This design comes from an exercise in tuning for small area, a short achievable clock period and few clock cycles per item on the open sky130 flow, not from production work.
The RTL was checked by simulation tests, not by an equivalence proof against the original design.
Power figures rest on the tool's default switching activity, not on a simulated workload. No driver is modelled on the clock port, so clocking that relies on it looks cheaper here than on a real chip.

==> flow/design.v (outline; a module is shown in full before it is edited, if it fits) <==
// module sys_matmul_stream: 1034 lines
module sys_matmul_stream #(
  parameter int N      = 3,
  parameter int DW     = 8,
  parameter int ACC_W  = 2*DW + $clog2(N),
  parameter int SIGNED = 0
) (
  input  logic             CLK,
  input  logic             rst_n,
  input  logic             vld_in,
  output logic             rdy_in,
  input  logic [DW-1:0]    a,
  input  logic [DW-1:0]    b,
  input  logic             keep,
  output logic             vld_out,
  input  logic             rdy_out,
  output logic [ACC_W-1:0] c,
  output logic             last_out,
  output logic             busy,
  output logic [1:0]       dbg_state
);
  // ...
==> flow/flow/run.sh <==
#!/bin/bash
set -euo pipefail
cat >> config.mk <<'CFG'
export SETUP_SLACK_MARGIN = 5.3
export BUFFER_PORTS_ARGS = -buffer_cell sky130_fd_sc_hd__buf_2
export CTS_ARGS = -sink_clustering_enable -repair_clock_nets -sink_clustering_size 30 -sink_clustering_max_diameter 100 -dont_use_dummy_load -distance_between_buffers 400 -branching_point_buffers_distance 400
CFG
bash standard.sh > standard_run.log 2>&1
==> flow/standard.sh <==
#!/bin/bash
# synth_recipe.tcl (not shown) runs the flow's synth.tcl, then flattens the netlist and writes it again
# the make line also repeats each setting of config.mk as NAME=value (left out here)
make -C /OpenROAD-flow-scripts/flow DESIGN_CONFIG=/design/flow/config.mk WORK_HOME=/design/flow/orfs CLKGATE_MAP_FILE= SYNTH_SCRIPT=/design/flow/synth_recipe.tcl "${@:-finish}"
==> flow/config.mk <==
export PLATFORM = sky130hd
export DESIGN_NAME = sys_matmul_stream
export DESIGN_NICKNAME = sys_matmul_stream
export VERILOG_FILES = /design/flow/design.v
export SDC_FILE = /design/flow/constraint.sdc
export NUM_CORES = 4
export LEC_CHECK = 0
export ABC_CLOCK_PERIOD_IN_PS = 2800
export CAP_MARGIN = 20
export CORE_MARGIN = 2
export CORE_UTILIZATION = 55
export CTS_CLUSTER_DIAMETER = 100
export CTS_CLUSTER_SIZE = 30
export SLEW_MARGIN = 20
export SETUP_SLACK_MARGIN = 5.3
export BUFFER_PORTS_ARGS = -buffer_cell sky130_fd_sc_hd__buf_2
export CTS_ARGS = -sink_clustering_enable -repair_clock_nets -sink_clustering_size 30 -sink_clustering_max_diameter 100 -dont_use_dummy_load -distance_between_buffers 400 -branching_point_buffers_distance 400
==> flow/constraint.sdc <==
create_clock -name core_clock -period 8.0 [get_ports {CLK}]
set_input_delay 1.6000 -clock core_clock [delete_from_list [all_inputs] [get_ports {CLK}]]
set_output_delay 1.6000 -clock core_clock [all_outputs]
set_load 0.01 [all_outputs]
==> results.py, run 1 <==
metrics = {
    "final_layout": {
        "flip_flop_count_of_the_largest_register_after_layout": 126,
        "layout-drive-gt1-share_pct": 8.57,
        "signal_buffers": 55,
        "sh_seq_area_pct": 52.9,
        "layout.buffer.nonclock.area_share_pct": 1.46,
        "final.clkbuf_count": 22,
        "nNonClkInverters": 161,
        "seqCellArea_um2": 11400,
        "final_nets": 1879,
    },
    "timing": {
        "rsz0062_at_grt": "yes",
        "finalClockSkew_ns": 0.0314,
    },
    "synth": {
        "syn_avg_cell_area_um2": 12.5,
        "synth_xor_area_share_pct": 0.693,
        "async_reset_ff_share_pct": 0,
        "netlist_instances": 1619,
        "post_synth_main_area_contributors": "dfxtp_1, fa_1, and2_1",
    },
    "critical_path": {
        "worst_r2r_startpoint": "X2[0]",
        "r2r_slack_ns": 5.38,
        "cp_num_cells": 1,
        "cp_data_arrival_time_ns": 1.06,
        "reg2regPathDepth": 6,
    },
    "routing": {
        "wl_per_cell_um": 18.0,
        "post-route-drc-count": 0,
        "drtAntennaViolNets": 0,
        "top_layer_used": "met4",
    },
    "floorplanning": {
        "die-height_um": 196,
        "tapcell.inserted": 468,
        "initial_core_util_pct": 55.5,
        "core_um2": 36400,
    },
    "power": {
        "p_comb_share_pct": 2.8,
        "p_sw_share_pct": 20.3,
        "design_power_total_w": 0.00439,
    },
    "placed_design": {
        "cells_after_dpl": 2099,
    },
    "outcome": {
        "status": "no timing/DRC/antenna violations",
    },
    "clock_network": {
        "cts_buffers": 22,
        "cts_tree": "done",
        "cts.repair.resized": 15,
        "htree_num_levels": 1,
    },
    "grt": {
        "grt_pass1_wl_um": 61600,
    },
}
Testbench counts, summed over its fixed seeds: cycles 14,488, items 1,600.
==> module sys_matmul_stream, before the edit <==
module sys_matmul_stream #(
  parameter int N      = 3,
  parameter int DW     = 8,
  parameter int ACC_W  = 2*DW + $clog2(N),
  parameter int SIGNED = 0
) (
  input  logic             CLK,
  input  logic             rst_n,
  input  logic             vld_in,
  output logic             rdy_in,
  input  logic [DW-1:0]    a,
  input  logic [DW-1:0]    b,
  input  logic             keep,
  output logic             vld_out,
  input  logic             rdy_out,
  output logic [ACC_W-1:0] c,
  output logic             last_out,
  output logic             busy,
  output logic [1:0]       dbg_state
);
  function automatic logic [8:0] rot1(input logic [8:0] x);
    rot1 = {x[7:0], x[8]};
  endfunction
  function automatic logic [8:0] rot2(input logic [8:0] x);
    rot2 = {x[6:0], x[8:7]};
  endfunction
  function automatic logic [8:0] rotm2(input logic [8:0] x);
    rotm2 = {x[1:0], x[8:2]};
  endfunction
  logic [8:0] ph;           
  logic [8:0] lb;           
  logic       lpar;         
  logic       lkeep;        
  logic       have_prev;    
  logic       cact;         
  logic       ot;           
  logic       cfull;        
  logic [8:0] cp;           
  logic       cpar;
  logic       ckeep;
  logic [8:0] op;           
  logic [8:0] U;            
  logic       av, bv;       
  logic       cpass;        
  logic       r_rdy, r_vld, r_last, r_busy, r_dbg0;
  logic [ACC_W-1:0] c_r;
  logic [DW-1:0] a_q, b_q;
  logic          v_q, wpar_q;
  logic [DW-1:0] R [9];
  logic [DW-1:0] E;
  logic [DW-1:0] W0b0 [2];      
  logic [DW-1:0] W0b1, W0b2;
  logic [DW-1:0] W1b0 [2];
  logic [DW-1:0] W1b1, W1b2;
  logic [DW-1:0] W2b0 [2];
  logic [DW-1:0] W2b1, W2b2;
  logic [ACC_W-1:0] L0s, L0c;
  logic [ACC_W-1:0] L [1:8];
  logic hs_in, hs_out;
  assign hs_in  = vld_in && r_rdy;
  assign hs_out = r_vld && rdy_out;
  logic [8:0] e_m;          
  logic       m_ready, m_fire;
  assign e_m = rot2(ph);
  assign m_ready = cfull || e_m[0] || ((e_m[1] || e_m[3] || e_m[4]) && lb[8]);
  assign m_fire  = cact && ot && m_ready && !U[6];
  logic [8:0] ph_n, lb_n, cp_n, op_n, U_n;
  logic       lpar_n, lkeep_n, have_prev_n, cact_n, cfull_n, cpar_n, ckeep_n;
  logic       idle, hold;
  logic       vld_n, rdy_n, busy_n;
  logic [ACC_W-1:0] L1_n;
  assign idle = lb[0] && !cact && !(|U) && !av && !bv;
  function automatic logic rdy_calc(input logic [8:0] ph_x, input logic [8:0] lb_x,
                                    input logic cact_x, input logic cfull_x,
                                    input logic [8:0] cp_x, input logic ot_x,
                                    input logic u3, input logic u4, input logic u5);
    logic [8:0] done_b;    
    done_b = 9'd0;
    if (lb_x[0])            done_b = 9'b111111110;
    if (lb_x[1])            done_b = 9'b111110000;
    if (lb_x[2])            done_b = 9'b110000000;
    if (lb_x[3] || lb_x[6]) done_b = 9'b110000000;
    if (lb_x[4] || lb_x[7]) done_b = 9'b100000000;
    rdy_calc = |(ph_x & lb_x) &&
               (!cact_x || !cfull_x || |(cp_x & done_b) || (ot_x && !u3 && !u4 && !u5));
  endfunction
  logic [8:0] cp_m;         
  logic       cact_m;
  logic [8:0] ph_h0;        
  logic       rdy_h1, rdy_h0, vld_o1, vld_o0, blk_o1, blk_o0, clr, busy_b;
  logic       cact_h1, cfull_h1;
  logic       ot_h;         
  logic [8:0] cp_h1;
  always_comb begin
    cp_m   = m_fire ? rot1(cp) : cp;
    ot_h   = m_fire || |(cp & rot1(rot2(ph)));
    cact_m = cact && !(m_fire && cp[8]);
    cact_h1  = cact_m || lb[6];
    cfull_h1 = lb[6] ? 1'b0 : (cfull || lb[8]);
    cp_h1    = lb[6] ? 9'd1 : cp_m;
    rdy_h1   = rdy_calc(rot1(ph), rot1(lb), cact_h1, cfull_h1, cp_h1, ot_h, U[3], U[4], U[5]);
    ph_h0    = (!have_prev && idle) ? 9'd1 : rot1(ph);
    rdy_h0   = rdy_calc(ph_h0, lb, cact_m, cfull, cp_m, ot_h, U[3], U[4], U[5]);
    blk_o1 = cact_m && !cfull && ((op[8] && !cp_m[0]) || (op[0] && cp_m[2]));
    blk_o0 = cact_m && !cfull && ((op[0] && !cp_m[0]) || (op[1] && cp_m[2]));
    vld_o1 = |(rot1(op) & rotm2(rot1(ph))) && U[0];
    vld_o0 = |(op & rotm2(rot1(ph))) && U[0];
    clr    = hs_in && (lb[6] || lb[8]);
    busy_b = !lb[0] || cact_m || (|U[8:2]) || U[0] || bv || m_fire || av;
  end
  always_comb begin
    hold        = !have_prev && idle && !hs_in;
    ph_n        = hold ? 9'd1 : rot1(ph);
    lb_n        = hs_in ? rot1(lb) : lb;
    lpar_n      = lpar ^ (hs_in && lb[8]);
    lkeep_n     = (hs_in && lb[0]) ? (keep && have_prev) : lkeep;
    have_prev_n = have_prev || (hs_in && lb[8]);
    cact_n      = cact_m;
    cp_n        = cp_m;
    cfull_n     = cfull;
    cpar_n      = cpar;
    ckeep_n     = ckeep;
    if (hs_in && lb[6]) begin
      cact_n  = 1'b1;
      cp_n    = 9'd1;
      cfull_n = 1'b0;
      cpar_n  = lpar;
      ckeep_n = lkeep;
    end
    if (hs_in && lb[8]) cfull_n = 1'b1;
    op_n   = hs_out ? rot1(op) : op;
    U_n    = {U[7:2], U[1] && !hs_out, U[0], bv || U[8]};
    vld_n  = hs_out ? (vld_o1 && (!blk_o1 || clr)) : (vld_o0 && (!blk_o0 || clr));
    rdy_n  = hs_in ? rdy_h1 : rdy_h0;
    busy_n = hs_in || busy_b || (U[1] && !hs_out);
  end
  always_ff @(posedge CLK) begin
    if (!rst_n) begin
      ph        <= 9'd1;
      lb        <= 9'd1;
      lpar      <= 1'b0;
      lkeep     <= 1'b0;
      have_prev <= 1'b0;
      cact      <= 1'b0;
      ot        <= 1'b0;
      cfull     <= 1'b0;
      cp        <= 9'd1;
      cpar      <= 1'b0;
      ckeep     <= 1'b0;
      op        <= 9'd1;
      U         <= '0;
      av        <= 1'b0;
      bv        <= 1'b0;
      v_q       <= 1'b0;
      r_rdy     <= 1'b1;
      r_vld     <= 1'b0;
      r_last    <= 1'b0;
      r_busy    <= 1'b0;
      r_dbg0    <= 1'b0;
      c_r       <= '0;
    end else begin
      ph        <= ph_n;
      lb        <= lb_n;
      lpar      <= lpar_n;
      lkeep     <= lkeep_n;
      have_prev <= have_prev_n;
      cact      <= cact_n;
      ot        <= (hs_in && lb[6]) || ot_h;
      cfull     <= cfull_n;
      cp        <= cp_n;
      cpar      <= cpar_n;
      ckeep     <= ckeep_n;
      op        <= op_n;
      U         <= U_n;
      av        <= m_fire;
      bv        <= av;
      v_q       <= hs_in;
      r_rdy     <= rdy_n;
      r_vld     <= vld_n;
      r_last    <= hs_out ? (vld_o1 && (!blk_o1 || clr) && op[7]) : (vld_o0 && (!blk_o0 || clr) && op[8]);
      r_busy    <= busy_n;
      r_dbg0    <= !rdy_n && !vld_n;
      c_r       <= vld_n ? L1_n : '0;
    end
  end
  logic wb0, wb1, wb2;      
  assign wb0 = v_q && (ph[1] || ph[2] || ph[3]);
  assign wb1 = v_q && (ph[4] || ph[5] || ph[6]);
  assign wb2 = v_q && (ph[7] || ph[8] || ph[0]);
  always_ff @(posedge CLK) begin
    a_q    <= a;
    b_q    <= b;
    wpar_q <= lpar;
    cpass  <= ckeep || !m_fire;
    R[0]   <= v_q ? a_q : R[8];
    for (int i = 1; i < 9; i++) R[i] <= R[i-1];
    E      <= R[8];
    W0b0[0] <= W1b0[0];
    W0b0[1] <= W1b0[1];
    W0b1   <= W1b1;
    W0b2   <= W1b2;
    W1b0[0] <= W2b0[0];
    W1b0[1] <= W2b0[1];
    W1b1   <= W2b1;
    W1b2   <= W2b2;
    W2b0[0] <= (wb0 && !wpar_q) ? b_q : W0b0[0];
    W2b0[1] <= (wb0 &&  wpar_q) ? b_q : W0b0[1];
    W2b1    <= wb1 ? b_q : W0b1;
    W2b2    <= wb2 ? b_q : W0b2;
  end
  logic [DW-1:0] x0, x1, x2, y0, y1, y2;
  logic rs0, rs1, rs2;      
  logic fwd_a, fwd_b;
  assign rs0   = m_fire && ph[7];
  assign rs1   = m_fire && ph[1];
  assign rs2   = m_fire && ph[4];
  assign fwd_a = v_q && ph[7];
  assign fwd_b = v_q && (ph[7] || ph[8] || ph[0]);
  always_comb begin
    if (ph[7])      begin x0 = R[5]; x1 = R[2]; x2 = fwd_a ? a_q : R[8]; end
    else if (ph[1]) begin x0 = R[7]; x1 = R[4]; x2 = R[1]; end
    else            begin x0 = E;    x1 = R[6]; x2 = R[3]; end
    y0 = W0b0[cpar];
    y1 = W0b1;
    y2 = fwd_b ? b_q : W0b2;
  end
  logic [DW-1:0] X0, X1, X2, Y0, Y1, Y2;
  always_ff @(posedge CLK) begin
    if (rs0 || rs1 || rs2) begin
      X0 <= x0; X1 <= x1; X2 <= x2;
    end
    Y0 <= m_fire ? y0 : '0;
    Y1 <= m_fire ? y1 : '0;
    Y2 <= m_fire ? y2 : '0;
  end
  logic [DW-1:0] pp0 [DW];
  logic [DW-1:0] pp1 [DW];
  logic [DW-1:0] pp2 [DW];
  logic [ACC_W-1:0] cpm;
  always_comb begin
    for (int i = 0; i < DW; i++) begin
      pp0[i] = X0[i] ? Y0 : '0;
      pp1[i] = X1[i] ? Y1 : '0;
      pp2[i] = X2[i] ? Y2 : '0;
    end
    cpm = cpass ? L[7] : '0;
  end
  logic [ACC_W-1:0] sum_r0, sum_r1;
  logic [1:0] ra0;
  logic [1:0] ra1;
  logic [0:0] ra2;
  logic [2:0] ra3;
  logic [3:0] ra4;
  logic [4:0] ra5;
  logic [5:0] ra6;
  logic [6:0] ra7;
  logic [7:0] ra8;
  logic [7:0] ra9;
  logic [6:0] ra10;
  logic [5:0] ra11;
  logic [4:0] ra12;
  logic [3:0] ra13;
  logic [2:0] ra14;
  logic [1:0] ra15;
  logic [1:0] ra16;
  logic [0:0] ra17;
  logic tas1;
  logic tac2;
  logic tas3;
  logic tac4;
  logic tas5;
  logic tac6;
  logic tas7;
  logic tac8;
  logic tas9;
  logic tac10;
  logic tas11;
  logic tac12;
  logic tas13;
  logic tac14;
  logic tas15;
  logic tac16;
  logic tas17;
  logic tac18;
  logic tas19;
  logic tac20;
  logic tas21;
  logic tac22;
  logic tas23;
  logic tac24;
  logic tas25;
  logic tac26;
  logic tas27;
  logic tac28;
  logic tas29;
  logic tac30;
  logic tas31;
  logic tac32;
  logic tas33;
  logic tac34;
  logic tas35;
  logic tac36;
  logic tas37;
  logic tac38;
  logic tas39;
  logic tac40;
  logic tas41;
  logic tac42;
  logic tas43;
  logic tac44;
  logic tas45;
  logic tac46;
  logic tas47;
  logic tac48;
  logic tas49;
  logic tac50;
  logic tas51;
  logic tac52;
  logic tas53;
  logic tac54;
  logic tas55;
  logic tac56;
  logic tas57;
  logic tac58;
  logic tas59;
  logic tac60;
  logic tas61;
  logic tac62;
  logic tas63;
  logic tac64;
  logic tas65;
  logic tac66;
  logic tas67;
  logic tac68;
  logic tas69;
  logic tac70;
  logic tas71;
  logic tac72;
  logic tas73;
  logic tac74;
  logic tas75;
  logic tac76;
  logic tas77;
  logic tac78;
  logic tas79;
  logic tac80;
  logic tas81;
  logic tac82;
  logic tas83;
  logic tac84;
  logic tas85;
  logic tac86;
  logic tas87;
  logic tac88;
  logic tas89;
  logic tac90;
  logic tas91;
  logic tac92;
  logic tas93;
  logic tac94;
  logic tas95;
  logic tac96;
  logic tas97;
  logic tac98;
  logic tas99;
  logic tac100;
  logic tas101;
  logic tac102;
  logic tas103;
  logic tac104;
  logic tas105;
  logic tac106;
  logic tas107;
  logic tac108;
  logic tas109;
  logic tac110;
  logic tas111;
  logic tac112;
  logic tas113;
  logic tac114;
  logic tas115;
  logic tac116;
  logic tas117;
  logic tac118;
  logic tas119;
  logic tac120;
  logic tas121;
  logic tac122;
  logic tas123;
  logic tac124;
  logic tas125;
  logic tac126;
  logic tas127;
  logic tac128;
  logic tas129;
  logic tac130;
  logic tas131;
  logic tac132;
  logic tas133;
  logic tac134;
  logic tas135;
  logic tac136;
  logic tas137;
  logic tac138;
  logic tas139;
  logic tac140;
  logic tas141;
  logic tac142;
  logic tas143;
  logic tac144;
  logic tas145;
  logic tac146;
  logic tas147;
  logic tac148;
  logic tas149;
  logic tac150;
  logic tas151;
  logic tac152;
  logic tas153;
  logic tac154;
  logic tas155;
  logic tac156;
  logic tas157;
  logic tac158;
  logic tas159;
  logic tac160;
  logic tas161;
  logic tac162;
  logic tas163;
  logic tac164;
  logic tas165;
  logic tac166;
  logic tas167;
  logic tac168;
  logic tas169;
  logic tac170;
  logic tas171;
  logic tac172;
  logic tas173;
  logic tac174;
  logic tas175;
  logic tac176;
  logic tas177;
  logic tac178;
  logic tas179;
  logic tac180;
  logic tas181;
  logic tac182;
  logic tas183;
  logic tac184;
  logic tas185;
  logic tac186;
  logic tas187;
  logic tac188;
  logic tas189;
  logic tac190;
  logic tas191;
  logic tac192;
  logic tas193;
  logic tac194;
  logic tas195;
  logic tac196;
  logic tas197;
  logic tac198;
  logic tas199;
  logic tac200;
  logic tas201;
  logic tac202;
  logic tas203;
  logic tac204;
  logic tas205;
  logic tac206;
  logic tas207;
  logic tac208;
  logic tas209;
  logic tac210;
  logic tas211;
  logic tac212;
  logic tas213;
  logic tac214;
  logic tas215;
  logic tac216;
  logic tas217;
  logic tac218;
  logic tas219;
  logic tac220;
  logic tas221;
  logic tac222;
  logic tas223;
  logic tac224;
  logic tas225;
  logic tac226;
  logic tas227;
  logic tac228;
  logic tas229;
  logic tac230;
  logic tas231;
  logic tac232;
  logic tas233;
  logic tac234;
  logic tas235;
  logic tac236;
  logic tas237;
  logic tac238;
  logic tas239;
  logic tac240;
  logic tas241;
  logic tac242;
  logic tas243;
  logic tac244;
  logic tas245;
  logic tac246;
  logic tas247;
  logic tac248;
  logic tas249;
  logic tac250;
  logic tas251;
  logic tac252;
  logic tas253;
  logic tac254;
  logic tas255;
  logic tac256;
  logic tas257;
  logic tac258;
  logic tas259;
  logic tac260;
  logic tas261;
  logic tac262;
  logic tas263;
  logic tac264;
  logic tas265;
  logic tac266;
  logic tas267;
  logic tac268;
  logic tbs269;
  logic tbc270;
  logic tbs271;
  logic tbc272;
  logic tbs273;
  logic tbc274;
  logic tbs275;
  logic tbc276;
  logic tbs277;
  logic tbc278;
  logic tbs279;
  logic tbc280;
  logic tbs281;
  logic tbc282;
  logic tbs283;
  logic tbc284;
  logic tbs285;
  logic tbc286;
  logic tbs287;
  logic tbc288;
  logic tbs289;
  logic tbc290;
  logic tbs291;
  logic tbc292;
  logic tbs293;
  logic tbc294;
  logic tbs295;
  logic tbc296;
  logic tbs297;
  logic tbc298;
  logic tbs299;
  logic tbc300;
  logic tbs301;
  logic tbc302;
  logic tbs303;
  logic tbc304;
  logic tbs305;
  logic tbc306;
  logic tbs307;
  logic tbc308;
  logic tbs309;
  logic tbc310;
  logic tbs311;
  logic tbc312;
  logic tbs313;
  logic tbc314;
  logic tbs315;
  logic tbc316;
  logic tbs317;
  logic tbc318;
  logic tbs319;
  logic tbc320;
  logic tbs321;
  logic tbc322;
  logic tbs323;
  logic tbc324;
  logic tbs325;
  logic tbc326;
  logic tbs327;
  logic tbc328;
  logic tbs329;
  logic tbc330;
  logic tbs331;
  logic tbc332;
  logic tbs333;
  logic tbc334;
  logic tbs335;
  logic tbc336;
  logic tbs337;
  logic tbc338;
  logic tbs339;
  logic tbc340;
  logic tbs341;
  logic tbc342;
  logic tbs343;
  logic tbc344;
  logic tbs345;
  logic tbc346;
  logic tbs347;
  logic tbc348;
  logic tbs349;
  logic tbc350;
  logic tbs351;
  logic tbc352;
  logic tbs353;
  logic tbc354;
  logic tbs355;
  logic tbc356;
  logic tbs357;
  logic tbc358;
  logic tbs359;
  logic tbc360;
  logic tbs361;
  logic tbc362;
  logic tbs363;
  logic tbc364;
  logic tbs365;
  logic tbc366;
  assign tas1 = pp0[0][0] ^ pp1[0][0] ^ pp2[0][0];
  assign tac2 = (pp0[0][0] & pp1[0][0]) | (pp0[0][0] & pp2[0][0]) | (pp1[0][0] & pp2[0][0]);
  assign tas3 = pp0[0][1] ^ pp0[1][0] ^ pp1[0][1];
  assign tac4 = (pp0[0][1] & pp0[1][0]) | (pp0[0][1] & pp1[0][1]) | (pp0[1][0] & pp1[0][1]);
  assign tas5 = pp1[1][0] ^ pp2[0][1] ^ pp2[1][0];
  assign tac6 = (pp1[1][0] & pp2[0][1]) | (pp1[1][0] & pp2[1][0]) | (pp2[0][1] & pp2[1][0]);
  assign tas7 = cpm[1] ^ tac2 ^ tas3;
  assign tac8 = (cpm[1] & tac2) | (cpm[1] & tas3) | (tac2 & tas3);
  assign tas9 = pp0[0][2] ^ pp0[1][1] ^ pp0[2][0];
  assign tac10 = (pp0[0][2] & pp0[1][1]) | (pp0[0][2] & pp0[2][0]) | (pp0[1][1] & pp0[2][0]);
  assign tas11 = pp1[0][2] ^ pp1[1][1] ^ pp1[2][0];
  assign tac12 = (pp1[0][2] & pp1[1][1]) | (pp1[0][2] & pp1[2][0]) | (pp1[1][1] & pp1[2][0]);
  assign tas13 = pp2[0][2] ^ pp2[1][1] ^ pp2[2][0];
  assign tac14 = (pp2[0][2] & pp2[1][1]) | (pp2[0][2] & pp2[2][0]) | (pp2[1][1] & pp2[2][0]);
  assign tas15 = cpm[2] ^ tac4 ^ tac6;
  assign tac16 = (cpm[2] & tac4) | (cpm[2] & tac6) | (tac4 & tac6);
  assign tas17 = tas9 ^ tas11 ^ tas13;
  assign tac18 = (tas9 & tas11) | (tas9 & tas13) | (tas11 & tas13);
  assign tas19 = tac8 ^ tas15 ^ tas17;
  assign tac20 = (tac8 & tas15) | (tac8 & tas17) | (tas15 & tas17);
  assign tas21 = pp0[0][3] ^ pp0[1][2] ^ pp0[2][1];
  assign tac22 = (pp0[0][3] & pp0[1][2]) | (pp0[0][3] & pp0[2][1]) | (pp0[1][2] & pp0[2][1]);
  assign tas23 = pp0[3][0] ^ pp1[0][3] ^ pp1[1][2];
  assign tac24 = (pp0[3][0] & pp1[0][3]) | (pp0[3][0] & pp1[1][2]) | (pp1[0][3] & pp1[1][2]);
  assign tas25 = pp1[2][1] ^ pp1[3][0] ^ pp2[0][3];
  assign tac26 = (pp1[2][1] & pp1[3][0]) | (pp1[2][1] & pp2[0][3]) | (pp1[3][0] & pp2[0][3]);
  assign tas27 = pp2[1][2] ^ pp2[2][1] ^ pp2[3][0];
  assign tac28 = (pp2[1][2] & pp2[2][1]) | (pp2[1][2] & pp2[3][0]) | (pp2[2][1] & pp2[3][0]);
  assign tas29 = cpm[3] ^ tac10 ^ tac12;
  assign tac30 = (cpm[3] & tac10) | (cpm[3] & tac12) | (tac10 & tac12);
  assign tas31 = tac14 ^ tas21 ^ tas23;
  assign tac32 = (tac14 & tas21) | (tac14 & tas23) | (tas21 & tas23);
  assign tas33 = tas25 ^ tas27 ^ tac16;
  assign tac34 = (tas25 & tas27) | (tas25 & tac16) | (tas27 & tac16);
  assign tas35 = tac18 ^ tas29 ^ tas31;
  assign tac36 = (tac18 & tas29) | (tac18 & tas31) | (tas29 & tas31);
  assign tas37 = pp0[0][4] ^ pp0[1][3] ^ pp0[2][2];
  assign tac38 = (pp0[0][4] & pp0[1][3]) | (pp0[0][4] & pp0[2][2]) | (pp0[1][3] & pp0[2][2]);
  assign tas39 = pp0[3][1] ^ pp0[4][0] ^ pp1[0][4];
  assign tac40 = (pp0[3][1] & pp0[4][0]) | (pp0[3][1] & pp1[0][4]) | (pp0[4][0] & pp1[0][4]);
  assign tas41 = pp1[1][3] ^ pp1[2][2] ^ pp1[3][1];
  assign tac42 = (pp1[1][3] & pp1[2][2]) | (pp1[1][3] & pp1[3][1]) | (pp1[2][2] & pp1[3][1]);
  assign tas43 = pp1[4][0] ^ pp2[0][4] ^ pp2[1][3];
  assign tac44 = (pp1[4][0] & pp2[0][4]) | (pp1[4][0] & pp2[1][3]) | (pp2[0][4] & pp2[1][3]);
  assign tas45 = pp2[2][2] ^ pp2[3][1] ^ pp2[4][0];
  assign tac46 = (pp2[2][2] & pp2[3][1]) | (pp2[2][2] & pp2[4][0]) | (pp2[3][1] & pp2[4][0]);
  assign tas47 = cpm[4] ^ tac22 ^ tac24;
  assign tac48 = (cpm[4] & tac22) | (cpm[4] & tac24) | (tac22 & tac24);
  assign tas49 = tac26 ^ tac28 ^ tas37;
  assign tac50 = (tac26 & tac28) | (tac26 & tas37) | (tac28 & tas37);
  assign tas51 = tas39 ^ tas41 ^ tas43;
  assign tac52 = (tas39 & tas41) | (tas39 & tas43) | (tas41 & tas43);
  assign tas53 = tas45 ^ tac30 ^ tac32;
  assign tac54 = (tas45 & tac30) | (tas45 & tac32) | (tac30 & tac32);
  assign tas55 = tas47 ^ tas49 ^ tas51;
  assign tac56 = (tas47 & tas49) | (tas47 & tas51) | (tas49 & tas51);
  assign tas57 = pp0[0][5] ^ pp0[1][4] ^ pp0[2][3];
  assign tac58 = (pp0[0][5] & pp0[1][4]) | (pp0[0][5] & pp0[2][3]) | (pp0[1][4] & pp0[2][3]);
  assign tas59 = pp0[3][2] ^ pp0[4][1] ^ pp0[5][0];
  assign tac60 = (pp0[3][2] & pp0[4][1]) | (pp0[3][2] & pp0[5][0]) | (pp0[4][1] & pp0[5][0]);
  assign tas61 = pp1[0][5] ^ pp1[1][4] ^ pp1[2][3];
  assign tac62 = (pp1[0][5] & pp1[1][4]) | (pp1[0][5] & pp1[2][3]) | (pp1[1][4] & pp1[2][3]);
  assign tas63 = pp1[3][2] ^ pp1[4][1] ^ pp1[5][0];
  assign tac64 = (pp1[3][2] & pp1[4][1]) | (pp1[3][2] & pp1[5][0]) | (pp1[4][1] & pp1[5][0]);
  assign tas65 = pp2[0][5] ^ pp2[1][4] ^ pp2[2][3];
  assign tac66 = (pp2[0][5] & pp2[1][4]) | (pp2[0][5] & pp2[2][3]) | (pp2[1][4] & pp2[2][3]);
  assign tas67 = pp2[3][2] ^ pp2[4][1] ^ pp2[5][0];
  assign tac68 = (pp2[3][2] & pp2[4][1]) | (pp2[3][2] & pp2[5][0]) | (pp2[4][1] & pp2[5][0]);
  assign tas69 = cpm[5] ^ tac38 ^ tac40;
  assign tac70 = (cpm[5] & tac38) | (cpm[5] & tac40) | (tac38 & tac40);
  assign tas71 = tac42 ^ tac44 ^ tac46;
  assign tac72 = (tac42 & tac44) | (tac42 & tac46) | (tac44 & tac46);
  assign tas73 = tas57 ^ tas59 ^ tas61;
  assign tac74 = (tas57 & tas59) | (tas57 & tas61) | (tas59 & tas61);
  assign tas75 = tas63 ^ tas65 ^ tas67;
  assign tac76 = (tas63 & tas65) | (tas63 & tas67) | (tas65 & tas67);
  assign tas77 = tac48 ^ tac50 ^ tac52;
  assign tac78 = (tac48 & tac50) | (tac48 & tac52) | (tac50 & tac52);
  assign tas79 = tas69 ^ tas71 ^ tas73;
  assign tac80 = (tas69 & tas71) | (tas69 & tas73) | (tas71 & tas73);
  assign tas81 = pp0[0][6] ^ pp0[1][5] ^ pp0[2][4];
  assign tac82 = (pp0[0][6] & pp0[1][5]) | (pp0[0][6] & pp0[2][4]) | (pp0[1][5] & pp0[2][4]);
  assign tas83 = pp0[3][3] ^ pp0[4][2] ^ pp0[5][1];
  assign tac84 = (pp0[3][3] & pp0[4][2]) | (pp0[3][3] & pp0[5][1]) | (pp0[4][2] & pp0[5][1]);
  assign tas85 = pp0[6][0] ^ pp1[0][6] ^ pp1[1][5];
  assign tac86 = (pp0[6][0] & pp1[0][6]) | (pp0[6][0] & pp1[1][5]) | (pp1[0][6] & pp1[1][5]);
  assign tas87 = pp1[2][4] ^ pp1[3][3] ^ pp1[4][2];
  assign tac88 = (pp1[2][4] & pp1[3][3]) | (pp1[2][4] & pp1[4][2]) | (pp1[3][3] & pp1[4][2]);
  assign tas89 = pp1[5][1] ^ pp1[6][0] ^ pp2[0][6];
  assign tac90 = (pp1[5][1] & pp1[6][0]) | (pp1[5][1] & pp2[0][6]) | (pp1[6][0] & pp2[0][6]);
  assign tas91 = pp2[1][5] ^ pp2[2][4] ^ pp2[3][3];
  assign tac92 = (pp2[1][5] & pp2[2][4]) | (pp2[1][5] & pp2[3][3]) | (pp2[2][4] & pp2[3][3]);
  assign tas93 = pp2[4][2] ^ pp2[5][1] ^ pp2[6][0];
  assign tac94 = (pp2[4][2] & pp2[5][1]) | (pp2[4][2] & pp2[6][0]) | (pp2[5][1] & pp2[6][0]);
  assign tas95 = cpm[6] ^ tac58 ^ tac60;
  assign tac96 = (cpm[6] & tac58) | (cpm[6] & tac60) | (tac58 & tac60);
  assign tas97 = tac62 ^ tac64 ^ tac66;
  assign tac98 = (tac62 & tac64) | (tac62 & tac66) | (tac64 & tac66);
  assign tas99 = tac68 ^ tas81 ^ tas83;
  assign tac100 = (tac68 & tas81) | (tac68 & tas83) | (tas81 & tas83);
  assign tas101 = tas85 ^ tas87 ^ tas89;
  assign tac102 = (tas85 & tas87) | (tas85 & tas89) | (tas87 & tas89);
  assign tas103 = tas91 ^ tas93 ^ tac70;
  assign tac104 = (tas91 & tas93) | (tas91 & tac70) | (tas93 & tac70);
  assign tas105 = tac72 ^ tac74 ^ tac76;
  assign tac106 = (tac72 & tac74) | (tac72 & tac76) | (tac74 & tac76);
  assign tas107 = tas95 ^ tas97 ^ tas99;
  assign tac108 = (tas95 & tas97) | (tas95 & tas99) | (tas97 & tas99);
  assign tas109 = pp0[0][7] ^ pp0[1][6] ^ pp0[2][5];
  assign tac110 = (pp0[0][7] & pp0[1][6]) | (pp0[0][7] & pp0[2][5]) | (pp0[1][6] & pp0[2][5]);
  assign tas111 = pp0[3][4] ^ pp0[4][3] ^ pp0[5][2];
  assign tac112 = (pp0[3][4] & pp0[4][3]) | (pp0[3][4] & pp0[5][2]) | (pp0[4][3] & pp0[5][2]);
  assign tas113 = pp0[6][1] ^ pp0[7][0] ^ pp1[0][7];
  assign tac114 = (pp0[6][1] & pp0[7][0]) | (pp0[6][1] & pp1[0][7]) | (pp0[7][0] & pp1[0][7]);
  assign tas115 = pp1[1][6] ^ pp1[2][5] ^ pp1[3][4];
  assign tac116 = (pp1[1][6] & pp1[2][5]) | (pp1[1][6] & pp1[3][4]) | (pp1[2][5] & pp1[3][4]);
  assign tas117 = pp1[4][3] ^ pp1[5][2] ^ pp1[6][1];
  assign tac118 = (pp1[4][3] & pp1[5][2]) | (pp1[4][3] & pp1[6][1]) | (pp1[5][2] & pp1[6][1]);
  assign tas119 = pp1[7][0] ^ pp2[0][7] ^ pp2[1][6];
  assign tac120 = (pp1[7][0] & pp2[0][7]) | (pp1[7][0] & pp2[1][6]) | (pp2[0][7] & pp2[1][6]);
  assign tas121 = pp2[2][5] ^ pp2[3][4] ^ pp2[4][3];
  assign tac122 = (pp2[2][5] & pp2[3][4]) | (pp2[2][5] & pp2[4][3]) | (pp2[3][4] & pp2[4][3]);
  assign tas123 = pp2[5][2] ^ pp2[6][1] ^ pp2[7][0];
  assign tac124 = (pp2[5][2] & pp2[6][1]) | (pp2[5][2] & pp2[7][0]) | (pp2[6][1] & pp2[7][0]);
  assign tas125 = cpm[7] ^ tac82 ^ tac84;
  assign tac126 = (cpm[7] & tac82) | (cpm[7] & tac84) | (tac82 & tac84);
  assign tas127 = tac86 ^ tac88 ^ tac90;
  assign tac128 = (tac86 & tac88) | (tac86 & tac90) | (tac88 & tac90);
  assign tas129 = tac92 ^ tac94 ^ tas109;
  assign tac130 = (tac92 & tac94) | (tac92 & tas109) | (tac94 & tas109);
  assign tas131 = tas111 ^ tas113 ^ tas115;
  assign tac132 = (tas111 & tas113) | (tas111 & tas115) | (tas113 & tas115);
  assign tas133 = tas117 ^ tas119 ^ tas121;
  assign tac134 = (tas117 & tas119) | (tas117 & tas121) | (tas119 & tas121);
  assign tas135 = tas123 ^ tac96 ^ tac98;
  assign tac136 = (tas123 & tac96) | (tas123 & tac98) | (tac96 & tac98);
  assign tas137 = tac100 ^ tac102 ^ tas125;
  assign tac138 = (tac100 & tac102) | (tac100 & tas125) | (tac102 & tas125);
  assign tas139 = tas127 ^ tas129 ^ tas131;
  assign tac140 = (tas127 & tas129) | (tas127 & tas131) | (tas129 & tas131);
  assign tas141 = pp0[1][7] ^ pp0[2][6] ^ pp0[3][5];
  assign tac142 = (pp0[1][7] & pp0[2][6]) | (pp0[1][7] & pp0[3][5]) | (pp0[2][6] & pp0[3][5]);
  assign tas143 = pp0[4][4] ^ pp0[5][3] ^ pp0[6][2];
  assign tac144 = (pp0[4][4] & pp0[5][3]) | (pp0[4][4] & pp0[6][2]) | (pp0[5][3] & pp0[6][2]);
  assign tas145 = pp0[7][1] ^ pp1[1][7] ^ pp1[2][6];
  assign tac146 = (pp0[7][1] & pp1[1][7]) | (pp0[7][1] & pp1[2][6]) | (pp1[1][7] & pp1[2][6]);
  assign tas147 = pp1[3][5] ^ pp1[4][4] ^ pp1[5][3];
  assign tac148 = (pp1[3][5] & pp1[4][4]) | (pp1[3][5] & pp1[5][3]) | (pp1[4][4] & pp1[5][3]);
  assign tas149 = pp1[6][2] ^ pp1[7][1] ^ pp2[1][7];
  assign tac150 = (pp1[6][2] & pp1[7][1]) | (pp1[6][2] & pp2[1][7]) | (pp1[7][1] & pp2[1][7]);
  assign tas151 = pp2[2][6] ^ pp2[3][5] ^ pp2[4][4];
  assign tac152 = (pp2[2][6] & pp2[3][5]) | (pp2[2][6] & pp2[4][4]) | (pp2[3][5] & pp2[4][4]);
  assign tas153 = pp2[5][3] ^ pp2[6][2] ^ pp2[7][1];
  assign tac154 = (pp2[5][3] & pp2[6][2]) | (pp2[5][3] & pp2[7][1]) | (pp2[6][2] & pp2[7][1]);
  assign tas155 = cpm[8] ^ tac110 ^ tac112;
  assign tac156 = (cpm[8] & tac110) | (cpm[8] & tac112) | (tac110 & tac112);
  assign tas157 = tac114 ^ tac116 ^ tac118;
  assign tac158 = (tac114 & tac116) | (tac114 & tac118) | (tac116 & tac118);
  assign tas159 = tac120 ^ tac122 ^ tac124;
  assign tac160 = (tac120 & tac122) | (tac120 & tac124) | (tac122 & tac124);
  assign tas161 = tas141 ^ tas143 ^ tas145;
  assign tac162 = (tas141 & tas143) | (tas141 & tas145) | (tas143 & tas145);
  assign tas163 = tas147 ^ tas149 ^ tas151;
  assign tac164 = (tas147 & tas149) | (tas147 & tas151) | (tas149 & tas151);
  assign tas165 = tas153 ^ tac126 ^ tac128;
  assign tac166 = (tas153 & tac126) | (tas153 & tac128) | (tac126 & tac128);
  assign tas167 = tac130 ^ tac132 ^ tac134;
  assign tac168 = (tac130 & tac132) | (tac130 & tac134) | (tac132 & tac134);
  assign tas169 = tas155 ^ tas157 ^ tas159;
  assign tac170 = (tas155 & tas157) | (tas155 & tas159) | (tas157 & tas159);
  assign tas171 = pp0[2][7] ^ pp0[3][6] ^ pp0[4][5];
  assign tac172 = (pp0[2][7] & pp0[3][6]) | (pp0[2][7] & pp0[4][5]) | (pp0[3][6] & pp0[4][5]);
  assign tas173 = pp0[5][4] ^ pp0[6][3] ^ pp0[7][2];
  assign tac174 = (pp0[5][4] & pp0[6][3]) | (pp0[5][4] & pp0[7][2]) | (pp0[6][3] & pp0[7][2]);
  assign tas175 = pp1[2][7] ^ pp1[3][6] ^ pp1[4][5];
  assign tac176 = (pp1[2][7] & pp1[3][6]) | (pp1[2][7] & pp1[4][5]) | (pp1[3][6] & pp1[4][5]);
  assign tas177 = pp1[5][4] ^ pp1[6][3] ^ pp1[7][2];
  assign tac178 = (pp1[5][4] & pp1[6][3]) | (pp1[5][4] & pp1[7][2]) | (pp1[6][3] & pp1[7][2]);
  assign tas179 = pp2[2][7] ^ pp2[3][6] ^ pp2[4][5];
  assign tac180 = (pp2[2][7] & pp2[3][6]) | (pp2[2][7] & pp2[4][5]) | (pp2[3][6] & pp2[4][5]);
  assign tas181 = pp2[5][4] ^ pp2[6][3] ^ pp2[7][2];
  assign tac182 = (pp2[5][4] & pp2[6][3]) | (pp2[5][4] & pp2[7][2]) | (pp2[6][3] & pp2[7][2]);
  assign tas183 = cpm[9] ^ tac142 ^ tac144;
  assign tac184 = (cpm[9] & tac142) | (cpm[9] & tac144) | (tac142 & tac144);
  assign tas185 = tac146 ^ tac148 ^ tac150;
  assign tac186 = (tac146 & tac148) | (tac146 & tac150) | (tac148 & tac150);
  assign tas187 = tac152 ^ tac154 ^ tas171;
  assign tac188 = (tac152 & tac154) | (tac152 & tas171) | (tac154 & tas171);
  assign tas189 = tas173 ^ tas175 ^ tas177;
  assign tac190 = (tas173 & tas175) | (tas173 & tas177) | (tas175 & tas177);
  assign tas191 = tas179 ^ tas181 ^ tac156;
  assign tac192 = (tas179 & tas181) | (tas179 & tac156) | (tas181 & tac156);
  assign tas193 = tac158 ^ tac160 ^ tac162;
  assign tac194 = (tac158 & tac160) | (tac158 & tac162) | (tac160 & tac162);
  assign tas195 = tac164 ^ tas183 ^ tas185;
  assign tac196 = (tac164 & tas183) | (tac164 & tas185) | (tas183 & tas185);
  assign tas197 = pp0[3][7] ^ pp0[4][6] ^ pp0[5][5];
  assign tac198 = (pp0[3][7] & pp0[4][6]) | (pp0[3][7] & pp0[5][5]) | (pp0[4][6] & pp0[5][5]);
  assign tas199 = pp0[6][4] ^ pp0[7][3] ^ pp1[3][7];
  assign tac200 = (pp0[6][4] & pp0[7][3]) | (pp0[6][4] & pp1[3][7]) | (pp0[7][3] & pp1[3][7]);
  assign tas201 = pp1[4][6] ^ pp1[5][5] ^ pp1[6][4];
  assign tac202 = (pp1[4][6] & pp1[5][5]) | (pp1[4][6] & pp1[6][4]) | (pp1[5][5] & pp1[6][4]);
  assign tas203 = pp1[7][3] ^ pp2[3][7] ^ pp2[4][6];
  assign tac204 = (pp1[7][3] & pp2[3][7]) | (pp1[7][3] & pp2[4][6]) | (pp2[3][7] & pp2[4][6]);
  assign tas205 = pp2[5][5] ^ pp2[6][4] ^ pp2[7][3];
  assign tac206 = (pp2[5][5] & pp2[6][4]) | (pp2[5][5] & pp2[7][3]) | (pp2[6][4] & pp2[7][3]);
  assign tas207 = cpm[10] ^ tac172 ^ tac174;
  assign tac208 = (cpm[10] & tac172) | (cpm[10] & tac174) | (tac172 & tac174);
  assign tas209 = tac176 ^ tac178 ^ tac180;
  assign tac210 = (tac176 & tac178) | (tac176 & tac180) | (tac178 & tac180);
  assign tas211 = tac182 ^ tas197 ^ tas199;
  assign tac212 = (tac182 & tas197) | (tac182 & tas199) | (tas197 & tas199);
  assign tas213 = tas201 ^ tas203 ^ tas205;
  assign tac214 = (tas201 & tas203) | (tas201 & tas205) | (tas203 & tas205);
  assign tas215 = tac184 ^ tac186 ^ tac188;
  assign tac216 = (tac184 & tac186) | (tac184 & tac188) | (tac186 & tac188);
  assign tas217 = tac190 ^ tas207 ^ tas209;
  assign tac218 = (tac190 & tas207) | (tac190 & tas209) | (tas207 & tas209);
  assign tas219 = pp0[4][7] ^ pp0[5][6] ^ pp0[6][5];
  assign tac220 = (pp0[4][7] & pp0[5][6]) | (pp0[4][7] & pp0[6][5]) | (pp0[5][6] & pp0[6][5]);
  assign tas221 = pp0[7][4] ^ pp1[4][7] ^ pp1[5][6];
  assign tac222 = (pp0[7][4] & pp1[4][7]) | (pp0[7][4] & pp1[5][6]) | (pp1[4][7] & pp1[5][6]);
  assign tas223 = pp1[6][5] ^ pp1[7][4] ^ pp2[4][7];
  assign tac224 = (pp1[6][5] & pp1[7][4]) | (pp1[6][5] & pp2[4][7]) | (pp1[7][4] & pp2[4][7]);
  assign tas225 = pp2[5][6] ^ pp2[6][5] ^ pp2[7][4];
  assign tac226 = (pp2[5][6] & pp2[6][5]) | (pp2[5][6] & pp2[7][4]) | (pp2[6][5] & pp2[7][4]);
  assign tas227 = cpm[11] ^ tac198 ^ tac200;
  assign tac228 = (cpm[11] & tac198) | (cpm[11] & tac200) | (tac198 & tac200);
  assign tas229 = tac202 ^ tac204 ^ tac206;
  assign tac230 = (tac202 & tac204) | (tac202 & tac206) | (tac204 & tac206);
  assign tas231 = tas219 ^ tas221 ^ tas223;
  assign tac232 = (tas219 & tas221) | (tas219 & tas223) | (tas221 & tas223);
  assign tas233 = tas225 ^ tac208 ^ tac210;
  assign tac234 = (tas225 & tac208) | (tas225 & tac210) | (tac208 & tac210);
  assign tas235 = tac212 ^ tac214 ^ tas227;
  assign tac236 = (tac212 & tac214) | (tac212 & tas227) | (tac214 & tas227);
  assign tas237 = pp0[5][7] ^ pp0[6][6] ^ pp0[7][5];
  assign tac238 = (pp0[5][7] & pp0[6][6]) | (pp0[5][7] & pp0[7][5]) | (pp0[6][6] & pp0[7][5]);
  assign tas239 = pp1[5][7] ^ pp1[6][6] ^ pp1[7][5];
  assign tac240 = (pp1[5][7] & pp1[6][6]) | (pp1[5][7] & pp1[7][5]) | (pp1[6][6] & pp1[7][5]);
  assign tas241 = pp2[5][7] ^ pp2[6][6] ^ pp2[7][5];
  assign tac242 = (pp2[5][7] & pp2[6][6]) | (pp2[5][7] & pp2[7][5]) | (pp2[6][6] & pp2[7][5]);
  assign tas243 = cpm[12] ^ tac220 ^ tac222;
  assign tac244 = (cpm[12] & tac220) | (cpm[12] & tac222) | (tac220 & tac222);
  assign tas245 = tac224 ^ tac226 ^ tas237;
  assign tac246 = (tac224 & tac226) | (tac224 & tas237) | (tac226 & tas237);
  assign tas247 = tas239 ^ tas241 ^ tac228;
  assign tac248 = (tas239 & tas241) | (tas239 & tac228) | (tas241 & tac228);
  assign tas249 = tac230 ^ tac232 ^ tas243;
  assign tac250 = (tac230 & tac232) | (tac230 & tas243) | (tac232 & tas243);
  assign tas251 = pp0[6][7] ^ pp0[7][6] ^ pp1[6][7];
  assign tac252 = (pp0[6][7] & pp0[7][6]) | (pp0[6][7] & pp1[6][7]) | (pp0[7][6] & pp1[6][7]);
  assign tas253 = pp1[7][6] ^ pp2[6][7] ^ pp2[7][6];
  assign tac254 = (pp1[7][6] & pp2[6][7]) | (pp1[7][6] & pp2[7][6]) | (pp2[6][7] & pp2[7][6]);
  assign tas255 = cpm[13] ^ tac238 ^ tac240;
  assign tac256 = (cpm[13] & tac238) | (cpm[13] & tac240) | (tac238 & tac240);
  assign tas257 = tac242 ^ tas251 ^ tas253;
  assign tac258 = (tac242 & tas251) | (tac242 & tas253) | (tas251 & tas253);
  assign tas259 = tac244 ^ tac246 ^ tas255;
  assign tac260 = (tac244 & tac246) | (tac244 & tas255) | (tac246 & tas255);
  assign tas261 = pp0[7][7] ^ pp1[7][7] ^ pp2[7][7];
  assign tac262 = (pp0[7][7] & pp1[7][7]) | (pp0[7][7] & pp2[7][7]) | (pp1[7][7] & pp2[7][7]);
  assign tas263 = cpm[14] ^ tac252 ^ tac254;
  assign tac264 = (cpm[14] & tac252) | (cpm[14] & tac254) | (tac252 & tac254);
  assign tas265 = tas261 ^ tac256 ^ tac258;
  assign tac266 = (tas261 & tac256) | (tas261 & tac258) | (tac256 & tac258);
  assign tas267 = cpm[15] ^ tac262 ^ tac264;
  assign tac268 = (cpm[15] & tac262) | (cpm[15] & tac264) | (tac262 & tac264);
  always_ff @(posedge CLK) begin
    ra0 <= {tas1, cpm[0]};
    ra1 <= {tas7, tas5};
    ra2 <= {tas19};
    ra3 <= {tas35, tas33, tac20};
    ra4 <= {tas55, tas53, tac36, tac34};
    ra5 <= {tas79, tas77, tac56, tac54, tas75};
    ra6 <= {tas107, tas105, tas103, tac80, tac78, tas101};
    ra7 <= {tas139, tas137, tas135, tac108, tac106, tac104, tas133};
    ra8 <= {tas169, tas167, tas165, tac140, tac138, tac136, tas163, tas161};
    ra9 <= {tas195, tas193, tas191, tac170, tac168, tac166, tas189, tas187};
    ra10 <= {tas217, tas215, tac196, tac194, tac192, tas213, tas211};
    ra11 <= {tas235, tas233, tac218, tac216, tas231, tas229};
    ra12 <= {tas249, tas247, tac236, tac234, tas245};
    ra13 <= {tas259, tac250, tac248, tas257};
    ra14 <= {tas265, tac260, tas263};
    ra15 <= {tas267, tac266};
    ra16 <= {tac268, cpm[16]};
    ra17 <= {cpm[17]};
  end
  assign tbs269 = ra7[0] ^ ra7[1];
  assign tbc270 = ra7[0] & ra7[1];
  assign tbs271 = ra8[0] ^ ra8[1] ^ ra8[2];
  assign tbc272 = (ra8[0] & ra8[1]) | (ra8[0] & ra8[2]) | (ra8[1] & ra8[2]);
  assign tbs273 = ra8[3] ^ ra8[4];
  assign tbc274 = ra8[3] & ra8[4];
  assign tbs275 = ra9[0] ^ ra9[1] ^ ra9[2];
  assign tbc276 = (ra9[0] & ra9[1]) | (ra9[0] & ra9[2]) | (ra9[1] & ra9[2]);
  assign tbs277 = ra9[3] ^ ra9[4] ^ ra9[5];
  assign tbc278 = (ra9[3] & ra9[4]) | (ra9[3] & ra9[5]) | (ra9[4] & ra9[5]);
  assign tbs279 = ra10[0] ^ ra10[1] ^ ra10[2];
  assign tbc280 = (ra10[0] & ra10[1]) | (ra10[0] & ra10[2]) | (ra10[1] & ra10[2]);
  assign tbs281 = ra10[3] ^ ra10[4];
  assign tbc282 = ra10[3] & ra10[4];
  assign tbs283 = ra11[0] ^ ra11[1] ^ ra11[2];
  assign tbc284 = (ra11[0] & ra11[1]) | (ra11[0] & ra11[2]) | (ra11[1] & ra11[2]);
  assign tbs285 = ra5[0] ^ ra5[1];
  assign tbc286 = ra5[0] & ra5[1];
  assign tbs287 = ra6[0] ^ ra6[1] ^ ra6[2];
  assign tbc288 = (ra6[0] & ra6[1]) | (ra6[0] & ra6[2]) | (ra6[1] & ra6[2]);
  assign tbs289 = ra6[3] ^ ra6[4];
  assign tbc290 = ra6[3] & ra6[4];
  assign tbs291 = ra7[2] ^ ra7[3] ^ ra7[4];
  assign tbc292 = (ra7[2] & ra7[3]) | (ra7[2] & ra7[4]) | (ra7[3] & ra7[4]);
  assign tbs293 = ra7[5] ^ ra7[6] ^ tbs269;
  assign tbc294 = (ra7[5] & ra7[6]) | (ra7[5] & tbs269) | (ra7[6] & tbs269);
  assign tbs295 = ra8[5] ^ ra8[6] ^ ra8[7];
  assign tbc296 = (ra8[5] & ra8[6]) | (ra8[5] & ra8[7]) | (ra8[6] & ra8[7]);
  assign tbs297 = tbs271 ^ tbs273 ^ tbc270;
  assign tbc298 = (tbs271 & tbs273) | (tbs271 & tbc270) | (tbs273 & tbc270);
  assign tbs299 = ra9[6] ^ ra9[7] ^ tbs275;
  assign tbc300 = (ra9[6] & ra9[7]) | (ra9[6] & tbs275) | (ra9[7] & tbs275);
  assign tbs301 = tbs277 ^ tbc272 ^ tbc274;
  assign tbc302 = (tbs277 & tbc272) | (tbs277 & tbc274) | (tbc272 & tbc274);
  assign tbs303 = ra10[5] ^ ra10[6] ^ tbs279;
  assign tbc304 = (ra10[5] & ra10[6]) | (ra10[5] & tbs279) | (ra10[6] & tbs279);
  assign tbs305 = tbs281 ^ tbc276 ^ tbc278;
  assign tbc306 = (tbs281 & tbc276) | (tbs281 & tbc278) | (tbc276 & tbc278);
  assign tbs307 = ra11[3] ^ ra11[4] ^ ra11[5];
  assign tbc308 = (ra11[3] & ra11[4]) | (ra11[3] & ra11[5]) | (ra11[4] & ra11[5]);
  assign tbs309 = tbs283 ^ tbc280 ^ tbc282;
  assign tbc310 = (tbs283 & tbc280) | (tbs283 & tbc282) | (tbc280 & tbc282);
  assign tbs311 = ra12[0] ^ ra12[1] ^ ra12[2];
  assign tbc312 = (ra12[0] & ra12[1]) | (ra12[0] & ra12[2]) | (ra12[1] & ra12[2]);
  assign tbs313 = ra12[3] ^ ra12[4] ^ tbc284;
  assign tbc314 = (ra12[3] & ra12[4]) | (ra12[3] & tbc284) | (ra12[4] & tbc284);
  assign tbs315 = ra13[0] ^ ra13[1] ^ ra13[2];
  assign tbc316 = (ra13[0] & ra13[1]) | (ra13[0] & ra13[2]) | (ra13[1] & ra13[2]);
  assign tbs317 = ra4[0] ^ ra4[1];
  assign tbc318 = ra4[0] & ra4[1];
  assign tbs319 = ra5[2] ^ ra5[3] ^ ra5[4];
  assign tbc320 = (ra5[2] & ra5[3]) | (ra5[2] & ra5[4]) | (ra5[3] & ra5[4]);
  assign tbs321 = ra6[5] ^ tbs287 ^ tbs289;
  assign tbc322 = (ra6[5] & tbs287) | (ra6[5] & tbs289) | (tbs287 & tbs289);
  assign tbs323 = tbs291 ^ tbs293 ^ tbc288;
  assign tbc324 = (tbs291 & tbs293) | (tbs291 & tbc288) | (tbs293 & tbc288);
  assign tbs325 = tbs295 ^ tbs297 ^ tbc292;
  assign tbc326 = (tbs295 & tbs297) | (tbs295 & tbc292) | (tbs297 & tbc292);
  assign tbs327 = tbs299 ^ tbs301 ^ tbc296;
  assign tbc328 = (tbs299 & tbs301) | (tbs299 & tbc296) | (tbs301 & tbc296);
  assign tbs329 = tbs303 ^ tbs305 ^ tbc300;
  assign tbc330 = (tbs303 & tbs305) | (tbs303 & tbc300) | (tbs305 & tbc300);
  assign tbs331 = tbs307 ^ tbs309 ^ tbc304;
  assign tbc332 = (tbs307 & tbs309) | (tbs307 & tbc304) | (tbs309 & tbc304);
  assign tbs333 = tbs311 ^ tbs313 ^ tbc308;
  assign tbc334 = (tbs311 & tbs313) | (tbs311 & tbc308) | (tbs313 & tbc308);
  assign tbs335 = ra13[3] ^ tbs315 ^ tbc312;
  assign tbc336 = (ra13[3] & tbs315) | (ra13[3] & tbc312) | (tbs315 & tbc312);
  assign tbs337 = ra14[0] ^ ra14[1] ^ ra14[2];
  assign tbc338 = (ra14[0] & ra14[1]) | (ra14[0] & ra14[2]) | (ra14[1] & ra14[2]);
  assign tbs339 = ra3[0] ^ ra3[1];
  assign tbc340 = ra3[0] & ra3[1];
  assign tbs341 = ra4[2] ^ ra4[3] ^ tbs317;
  assign tbc342 = (ra4[2] & ra4[3]) | (ra4[2] & tbs317) | (ra4[3] & tbs317);
  assign tbs343 = tbs285 ^ tbs319 ^ tbc318;
  assign tbc344 = (tbs285 & tbs319) | (tbs285 & tbc318) | (tbs319 & tbc318);
  assign tbs345 = tbc286 ^ tbs321 ^ tbc320;
  assign tbc346 = (tbc286 & tbs321) | (tbc286 & tbc320) | (tbs321 & tbc320);
  assign tbs347 = tbc290 ^ tbs323 ^ tbc322;
  assign tbc348 = (tbc290 & tbs323) | (tbc290 & tbc322) | (tbs323 & tbc322);
  assign tbs349 = tbc294 ^ tbs325 ^ tbc324;
  assign tbc350 = (tbc294 & tbs325) | (tbc294 & tbc324) | (tbs325 & tbc324);
  assign tbs351 = tbc298 ^ tbs327 ^ tbc326;
  assign tbc352 = (tbc298 & tbs327) | (tbc298 & tbc326) | (tbs327 & tbc326);
  assign tbs353 = tbc302 ^ tbs329 ^ tbc328;
  assign tbc354 = (tbc302 & tbs329) | (tbc302 & tbc328) | (tbs329 & tbc328);
  assign tbs355 = tbc306 ^ tbs331 ^ tbc330;
  assign tbc356 = (tbc306 & tbs331) | (tbc306 & tbc330) | (tbs331 & tbc330);
  assign tbs357 = tbc310 ^ tbs333 ^ tbc332;
  assign tbc358 = (tbc310 & tbs333) | (tbc310 & tbc332) | (tbs333 & tbc332);
  assign tbs359 = tbc314 ^ tbs335 ^ tbc334;
  assign tbc360 = (tbc314 & tbs335) | (tbc314 & tbc334) | (tbs335 & tbc334);
  assign tbs361 = tbc316 ^ tbs337 ^ tbc336;
  assign tbc362 = (tbc316 & tbs337) | (tbc316 & tbc336) | (tbs337 & tbc336);
  assign tbs363 = ra15[0] ^ ra15[1] ^ tbc338;
  assign tbc364 = (ra15[0] & ra15[1]) | (ra15[0] & tbc338) | (ra15[1] & tbc338);
  assign tbs365 = ra16[0] ^ ra16[1];
  assign tbc366 = ra16[0] & ra16[1];
  assign sum_r0 = {ra17[0], tbs365, tbs363, tbs361, tbs359, tbs357, tbs355, tbs353, tbs351, tbs349, tbs347, tbs345, tbs343, tbs341, ra3[2], ra2[0], ra1[0], ra0[0]};
  assign sum_r1 = {tbc366, tbc364, tbc362, tbc360, tbc358, tbc356, tbc354, tbc352, tbc350, tbc348, tbc346, tbc344, tbc342, tbc340, tbs339, 1'b0, ra1[1], ra0[1]};
  assign L1_n = L0s + L0c;
  always_ff @(posedge CLK) begin
    L0s  <= sum_r0;
    L0c  <= sum_r1;
    L[1] <= L1_n;
    for (int i = 2; i <= 8; i++) L[i] <= L[i-1];
  end
  assign rdy_in    = r_rdy;
  assign vld_out   = r_vld;
  assign last_out  = r_last;
  assign busy      = r_busy;
  assign dbg_state = {r_vld, r_dbg0};
  assign c         = c_r;
endmodule
==> run 2: changes to the inputs <==
--- a/flow/design.v
+++ b/flow/design.v
@@ -229,9 +229,9 @@
     if (rs0 || rs1 || rs2) begin
       X0 <= x0; X1 <= x1; X2 <= x2;
     end
-    Y0 <= m_fire ? y0 : '0;
-    Y1 <= m_fire ? y1 : '0;
-    Y2 <= m_fire ? y2 : '0;
+    Y0 <= y0 & {DW{m_fire}};
+    Y1 <= y1 & {DW{m_fire}};
+    Y2 <= y2 & {DW{m_fire}};
   end
   logic [DW-1:0] pp0 [DW];
   logic [DW-1:0] pp1 [DW];
==> flow/flow/run.sh (replaced) <==
#!/bin/bash
# Layout: the standard ORFS flow (standard.sh) with these changes:
#  * synthesis is the standard flow's script (synth_recipe.tcl: ORFS synthesis without fsm and share,
#    then flatten and rename) with one more option on Yosys's synth calls, -noabc, which
#    skips the generic "abc -fast" pass before ORFS extracts full adders; that pass turns
#    the adder tree's xor/majority logic into inverted forms, so the extracted adders
#    come out with an inverter on most of their outputs. Registers are unchanged.
#  * plain buffers (rather than delay cells) on the ports;
#  * clock tree synthesis without dummy loads.
# The flow's full output is in standard_run.log here; ORFS's per-step logs are under
# orfs/logs/.
set -euo pipefail
sed 's/yosys synth -nofsm -noshare /yosys synth -nofsm -noshare -noabc /' synth_recipe.tcl > synth_noabc.tcl
grep -q -- '-noabc' synth_noabc.tcl
sed 's|SYNTH_SCRIPT=[^ ]*synth_recipe.tcl|SYNTH_SCRIPT='"$PWD"'/synth_noabc.tcl|' standard.sh > standard_noabc.sh
grep -q 'synth_noabc.tcl' standard_noabc.sh
cat >> config.mk <<'CFG'
export SETUP_SLACK_MARGIN = 5.3
export BUFFER_PORTS_ARGS = -buffer_cell sky130_fd_sc_hd__buf_2
export CTS_ARGS = -sink_clustering_enable -repair_clock_nets -sink_clustering_size 30 -sink_clustering_max_diameter 100 -dont_use_dummy_load
CFG
bash standard_noabc.sh > standard_run.log 2>&1
--- a/flow/config.mk
+++ b/flow/config.mk
@@ -14,4 +14,4 @@
 export SLEW_MARGIN = 20
 export SETUP_SLACK_MARGIN = 5.3
 export BUFFER_PORTS_ARGS = -buffer_cell sky130_fd_sc_hd__buf_2
-export CTS_ARGS = -sink_clustering_enable -repair_clock_nets -sink_clustering_size 30 -sink_clustering_max_diameter 100 -dont_use_dummy_load -distance_between_buffers 400 -branching_point_buffers_distance 400
+export CTS_ARGS = -sink_clustering_enable -repair_clock_nets -sink_clustering_size 30 -sink_clustering_max_diameter 100 -dont_use_dummy_load
==> results.py, run 2 <==
metrics = {
    "final_layout": {
        "mostFrequentLayoutCell": "dfxtp_1",
        "seqCellArea_um2": 11400,
        "mostFrequentLayoutCells": "dfxtp_1, and2_1, fa_1, nand2_1, a21oi_1",
        "antenna_cells": 0,
        "multiInputGateArea_um2": 8220,
        "nFillCells": 2876,
        "max_flop_register": "L",
        "largest_registers": "L x126, R x72",
        "final_standard_cell_count_with_taps_included_and_fillers_excluded": 1974,
        "final_nets": 1736,
        "flip_flop_count_of_the_largest_register_after_layout": 126,
        "areaGrowthSynthToFinish_pct": 7.05,
        "layout-drive-gt1-share_pct": 9.91,
    },
    "placed_design": {
        "dpl.hpwl_um": 27700,
        "dpl_worst_slack_ns": 4.51,
        "port_buffers": 44,
        "place_congestion": 0.903,
        "cells_after_dpl": 1944,
    },
    "synth": {
        "synth_area_leader_cell": "dfxtp_1",
        "post_synth_most_frequent_cells": "dfxtp_1, and2_1, fa_1, nand2_1, a21oi_1",
        "post_synth_instance_area_um2": 19800,
        "mapped_nets": 1694,
        "post_synth_main_area_contributors": "dfxtp_1, fa_1, and2_1",
        "syn_avg_cell_area_um2": 13.4,
        "netlist_instances": 1473,
        "post_synth_num_cell_types": 67,
        "synth_seq_cells": 558,
        "async_reset_ff_share_pct": 0,
        "synth.yosys.warnings": 9,
        "synth-edff-count": 24,
        "netlist.area_leader.share_pct": 54.1,
        "synth_seq_area_share_pct": 57.7,
        "yosys.cell_count.top_type": "dfxtp_1",
        "synth_top_flop_cell": "dfxtp_1",
    },
    "critical_path": {
        "cp-end-kind": "output pin",
        "crit_path_start_kind": "flop",
        "critical_path_buf_inv_count": 1,
        "crit_required_ns": 6.40,
        "cp_data_arrival_time_ns": 1.10,
        "r2r_slack_ns": 5.41,
        "cp_max_fo": 4,
        "worstPathCellList": "buf_2",
        "crit_path_max_incr_delay_ns": 0.42,
        "criticalPathCategory": "flop to output pin",
        "critPathSlowestCell": "dfxtp_4",
        "cell_family_with_the_largest_share_of_critical_path_delay": "flip-flops",
    },
    "floorplanning": {
        "ios": 45,
        "initial_core_util_pct": 55.7,
        "die_width_um": 194,
        "die-height_um": 194,
        "die_area_um2": 37500,
        "number_of_rows_created_at_floorplan": 69,
        "core_um2": 35500,
    },
    "timing": {
        "layout_worst_path_cycle_share_pct": 33.7,
        "finalSetupViolations": 0,
        "worst_pin_slew_ns": 0.855,
        "finalHoldWorstSlack_ns": 0.328,
        "rsz0062_at_grt": "yes",
        "finalClockSkew_ns": 0.0283,
        "finalWorstPathRequiredPeriod_ns": 2.70,
        "layout_setup_ws_ns": 5.30,
        "max-slew-margin-rel_pct": 42.9,
        "final.setup.tns_ns": 0,
        "hold_viol_final": 0,
        "slew_viol_final": 0,
        "achievable-frequency_ghz": 0.371,
    },
    "clock_network": {
        "cts_root_buffer": "clkbuf_16",
        "cts_max_path_buffers": 3,
        "post_cts_clock_slew_at_the_launch_and_capture_registers_of_the_worst_setup_and_hold_paths_ns": 0.10,
        "cts_tree": "done",
        "insertion_delay_of_the_later_clocked_pin_in_the_worst_skew_pair_ns": 0.55,
        "post_cts_hold_buffer_count": 0,
        "htree_num_levels": 1,
        "clock_sinks": 558,
        "cts_buffers": 22,
    },
    "routing": {
        "detailedRoute.firstPassIterationCount": 5,
        "wl_per_cell_um": 18.8,
        "detailroute.via_count": 10200,
        "drt_iter0_markers": 569,
        "final_wl_um": 37100,
        "avgViaCountPerCell": 5.17,
        "post-route-drc-count": 0,
        "drtAntennaViolNets": 0,
    },
    "grt": {
        "number_of_global_route_vias_before_repair": 10600,
        "gr-usage-all-layers_pct": 20.3,
        "grt_max_degree": 34,
        "grt.overflow.total": 0,
        "grt_pass1_wl_um": 60000,
        "grt_antenna_before_repair": 0,
    },
    "hold_path": {
        "min-delay-path-class": "flop to flop",
    },
    "outcome": {
        "status": "no timing/DRC/antenna violations",
    },
    "power": {
        "power_leakage_nw": 9.24,
        "max-vdd-ir-drop_mv": 0.239,
        "power.density_cell_area_nw_per_um2": 207,
        "design_power_total_w": 0.00439,
    },
    "flow_run": {
        "drv_cap": 0,
    },
}
[run 2: per-stage QoR]
step                utilization, %  cell area, µm²
floorplan                        -           19800
global placement              57.6           20400
detailed placement            57.6           20400
CTS                           59.4           21100
global route                  59.6           21200
finish                        59.6           21200
[run 2: layer usage]
layer / vias up / wire (µm) / GRT usage [%]
met3: 52 / 1460 / 2.53
met2: 185 / 16100 / 31.0
met4: 0 / 785 / 4.66
li1: 4901 / - / -
met1: 5059 / 18700 / 31.0
met5: - / 0 / 0
[run 2: timing repair]
action	CTS	global route
cloned	0	0
pin swaps	1	1
setup endpoints to repair	57	19
resized for setup	10	7
buffers inserted	5	3
[run 2: report_power, final]
group / internal, W / switching (W) / total [W]
clock: 0.000497 / 0.000757 / 0.00125
sequential: 0.00294 / 0.0000565 / 0.00300
combinational: 0.0000601 / 0.0000707 / 0.000131
[run 2: layout make-up]
cell class,count,share of cell area (%)
clock buffers,22,2.60
flip-flops and latches,558,54.0
inverters,9,0.177
well taps,461,2.73
repair buffers,57,1.64
multi-input cells,867,38.8
[run 2: final timing paths]
kind / startpoint / to / cells after the start
worst max register to register: L0s[0] / c_r[16] / 9
worst max-delay path: r_vld / vld_out / 1
worst min register to register: W2b1[7] / W1b1[7] / 0
worst min-delay path: W2b1[7] / W1b1[7] / 0
[run 2: logic make-up (layout without fill, tap and decap cells)]
| group | Yosys count | in the layout | share of synthesized area [%] |
|---|---|---|---|
| flip-flops | 558 | 558 | 57.7 |
| AND/OR/NAND/NOR | 437 | 437 | 12.2 |
| adder cells (fa/ha/maj) | 200 | 200 | 19.3 |
| AO/OA/AOI/OAI | 138 | 138 | 4.84 |
| multiplexers | 75 | 75 | 4.05 |
| buffers and inverters | 48 | 88 | 1.03 |
| XOR/XNOR | 17 | 17 | 0.753 |
Testbench counts of run 2, summed over its fixed seeds: cycles 14,488, items 1,600.

-- static timing again, ports no longer ideal --
The results above use ideal ports. As a check the final layouts listed here were re-extracted and re-timed, cells and wires unchanged. Step 1 sets driving cells, clkbuf_16 on the clock port and buf_2 on the other inputs (assumed; they add their load-dependent delay and slew). Step 2 moves the port delays by t, midway between the first and last clock arrival at a register: inputs arrive t later, outputs are due t later. That takes back most of the time a late clock gives input paths. a / b / c = no drivers / after step 1 / after step 2; a / b = the first two.
| run | t, ns | slack for setup (ns) | worst setup path after step 2 |
|---|---|---|---|
| run 1 | 0.607 | 5.337 / 5.281 / 4.788 | input to register |
| run 2 | 0.596 | 5.302 / 5.245 / 4.832 | input to register |
After both steps setup and hold are still met in every run listed. The setup slack of run 1, which loses most, moves by -0.056 ns with the drivers and by -0.549 ns with both steps.
